What follows belongs to an exercise in optimizing a design on an open flow for small area; a production flow would make more cautious choices. Only simulation tests tie the RTL to the original design; equivalence was not proved. No activity file was given, so power comes from the tool's default toggle rates.

Setup of wip/yarrow:
==> flow/design.v (excerpt) <==
module register_file_scoreboard #(
    parameter bit BYPASS_EN = 1'b1
) (
    input  logic                 clk,
    input  logic                 rst_n,
    input  logic [rv32_pkg::IDX_W-1:0]             rs1_read_index,
    output logic [rv32_pkg::XLEN-1:0]                rs1_read_data,
    input  logic [rv32_pkg::IDX_W-1:0]             rs2_read_index,
    output logic [rv32_pkg::XLEN-1:0]                rs2_read_data,
    input  logic                 rd_write_en,
    input  logic [rv32_pkg::IDX_W-1:0]             rd_write_index,
    input  logic [rv32_pkg::XLEN-1:0]                rd_write_data,
    input  logic                 issue_valid,
    input  logic                 issue_rd_en,
    input  logic [rv32_pkg::IDX_W-1:0]             issue_rd_index,
    input  logic                 issue_rs1_used,
    input  logic                 issue_rs2_used,
    output logic                 hazard,
    output logic [rv32_pkg::REG_COUNT-1:0] busy_vector
);
clock: 8.0 ns
lec_check: 0
cap_margin: 10
core_margin: 2
core_utilization: 40
cts_buf_list: sky130_fd_sc_hd__clkbuf_16
cts_cluster_diameter: 80
cts_cluster_size: 20
gpl_timing_driven: 1
place_density: 0.6
setup_slack_margin: 0.2
slew_margin: 10
synth_hierarchical: 1
standard.sh (not shown) runs the stock make flow with config.mk's settings and CLKGATE_MAP_FILE= SYNTH_SCRIPT=/design/flow/synth_recipe.tcl, a recipe that flattens the netlist after the stock synthesis.
==> flow/flow/run.sh <==
#!/bin/bash
# The standard layout, with clock tree synthesis told not to add dummy loads
# for balancing. Everything else is the standard flow (standard.sh).
set -euo pipefail
CTS="-sink_clustering_enable -repair_clock_nets -dont_use_dummy_load"
CTS="$CTS -sink_clustering_size 20 -sink_clustering_max_diameter 80"
CTS="$CTS -buf_list {sky130_fd_sc_hd__clkbuf_16}"
bash standard.sh CTS_ARGS="$CTS" finish > make_finish.log 2>&1
wip/yarrow | stages: all done | timing, DRC, antenna: all pass
For wip/harbor, these inputs were changed with respect to wip/yarrow:
Settings: swapping 0.6 for 0.72 in PLACE_DENSITY; swapping 40 for 55 in CORE_UTILIZATION.
==> flow/flow/run.sh <==
#!/bin/bash
# The standard layout (the standard.sh) with two changes in how it is made:
# clock tree synthesis adds no dummy loads for balancing, and the buffer that
# buffer_ports puts on every input and output port is a plain buf_1 rather
# than the delay buffer it picks by default.
set -euo pipefail
CTS="-sink_clustering_enable -repair_clock_nets -dont_use_dummy_load"
CTS="$CTS -sink_clustering_size 20 -sink_clustering_max_diameter 80"
CTS="$CTS -buf_list {sky130_fd_sc_hd__clkbuf_16}"
bash standard.sh CTS_ARGS="$CTS" BUFFER_PORTS_ARGS="-buffer_cell sky130_fd_sc_hd__buf_1" finish > make_finish.log 2>&1
[summary]
wip/harbor -> wip/yarrow: post-route clock skew flat. NOTE: combinational cell fraction of total power in wip/harbor falls short of that of wip/yarrow. wip/harbor finished all stages; layout check result: FAIL, due to max-capacitance violations, max-slew violations. Summary of wip/harbor over wip/yarrow: total power -about 1.3%, worst setup slack now larger, fraction of layout instances using a drive strength above 1 increased by 0.25 points relative to the old numbers.
--- input diff wip/harbor..wip/cedar ---
Settings: changing PLACE_DENSITY from 0.72 to 0.6; changing CORE_UTILIZATION from 55 to 40.
==> flow/run.sh (new file) <==
#!/bin/bash
# synth_recipe.tcl (not shown) runs the flow's synth.tcl, then flattens the netlist and writes it again
# the make line also repeats each setting of config.mk as NAME=value (left out here)
make -C /OpenROAD-flow-scripts/flow DESIGN_CONFIG=/design/flow/config.mk WORK_HOME=/design/flow/orfs CLKGATE_MAP_FILE= SYNTH_SCRIPT=/design/flow/synth_recipe.tcl finish
removed: flow/flow/run.sh
removed: flow/standard.sh
- wip/cedar | status: complete | timing, DRC, antenna: pass
- Diff wip/harbor..wip/cedar | sequential cell count of the final layout | unchanged
- Re final cycle utilization of the critical path: wip/cedar is 4.6 points up on wip/harbor.
- Against wip/harbor, met3 wirelength from detailed routing in wip/cedar fell by more than a quarter.
- Against wip/harbor, wip/cedar comes in 0.17 points lower on switching power share of the total.
- The final worst setup slack in wip/cedar was lower than what wip/harbor gave.
- The share of post-route cells with drive strength above 1 of wip/cedar and that of wip/harbor are within noise of each other.

* * *

## v15
register_file_scoreboard, a different RTL version from the one above (not shown whole).
Size: about 2400 cells after synthesis, roughly 160 I/O pins, ~0.042 mm2 of cells after synthesis.
export LEC_CHECK = 0
export CAP_MARGIN = 20
export CORE_MARGIN = 2
export CORE_UTILIZATION = 40
export CTS_BUF_LIST = sky130_fd_sc_hd__clkbuf_16
export CTS_CLUSTER_DIAMETER = 90
export CTS_CLUSTER_SIZE = 25
export GPL_TIMING_DRIVEN = 1
export PLACE_DENSITY = 0.6
export SETUP_SLACK_MARGIN = 0.2
export SLEW_MARGIN = 20
export SYNTH_HIERARCHICAL = 1
create_clock -name core_clock -period 8.0 [get_ports {clk}]
==> flow/flow/run.sh <==
#!/bin/bash
# The standard layout (the standard.sh) with two changes in how it is made:
# clock tree synthesis adds no dummy loads for balancing, and the buffer that
# buffer_ports puts on every input and output port is a plain buf_1 rather
# than the delay buffer it picks by default.
set -euo pipefail
CTS="-sink_clustering_enable -repair_clock_nets -dont_use_dummy_load"
CTS="$CTS -sink_clustering_size 25 -sink_clustering_max_diameter 90"
CTS="$CTS -buf_list {sky130_fd_sc_hd__clkbuf_16}"
bash standard.sh CTS_ARGS="$CTS" BUFFER_PORTS_ARGS="-buffer_cell sky130_fd_sc_hd__buf_1" finish > make_finish.log 2>&1
[inputs] v26 vs v15
Settings: CTS_CLUSTER_SIZE: 25 -> 20; CTS_CLUSTER_DIAMETER: 90 -> 80.
==> flow/flow/run.sh <==
#!/bin/bash
# The standard layout (the standard.sh) with two changes in how it is made:
# clock tree synthesis adds no dummy loads for balancing, and the buffer that
# buffer_ports puts on every input and output port is a plain buf_1 rather
# than the delay buffer it picks by default.
set -euo pipefail
CTS="-sink_clustering_enable -repair_clock_nets -dont_use_dummy_load"
CTS="$CTS -sink_clustering_size 20 -sink_clustering_max_diameter 80"
CTS="$CTS -buf_list {sky130_fd_sc_hd__clkbuf_16}"
bash standard.sh CTS_ARGS="$CTS" BUFFER_PORTS_ARGS="-buffer_cell sky130_fd_sc_hd__buf_1" finish > make_finish.log 2>&1
Findings:
In v26, the clock-cell share of area came out 0.57 points above the value in v15.
v26 has share of the final layout cell area in sequential cells below what v15 had.
Between v26 and v15, the total routing usage reported by global routing does not differ in any meaningful way.
Final critical-path required period: v26 better than v15
Diff v15 -> v26 | first-iteration DRC count | increase of about 2.3%
Going from v15 to v26, wire length of the first global-routing pass has increased; cell area has increased; placeable core region has remained practically unchanged; CTS clock-pin slew for the worst setup and hold paths has remained practically unchanged; setup slack has increased.
Looking at launching instance or port of the critical path, the rs1_read_index[3] result is from v26; the rs2_read_index[2] one comes from v15.

## separate check: timing with driven ports
Ports are ideal in the flow. The routed layouts listed here were re-timed in OpenROAD. Step 1 assumes that a clkbuf_16 drives the clock port and a buf_2 every other input. Step 2 also shifts input and output timing later by t, the mid clock arrival at the registers, as if the neighbouring blocks saw the same clock. Three values: ideal, step 1, step 2; two values: the first two.
run | t, ns | slack for setup (ns) | worst setup path at the end | slew at the worst register clock pin (ns) | worst slew at a driven data input, ns
wip/yarrow | 0.708 | 0.560 / 0.527 / 0.527 | input to output | 0.09 / 0.09 | 0.06
wip/harbor | 0.721 | 0.934 / 0.909 / 0.909 | input to output | 0.09 / 0.09 | 0.19
wip/cedar | 0.722 | 0.566 / 0.535 / 0.535 | input to output | 0.10 / 0.10 | 0.05
v15 | 0.711 | 0.732 / 0.695 / 0.695 | input to output | 0.10 / 0.10 | 0.14
v26 | 0.728 | 0.783 / 0.756 / 0.756 | input to output | 0.09 / 0.09 | 0.15
For v15, which loses most, drivers alone change the setup slack by -0.037 ns; drivers and shift together by -0.037 ns.
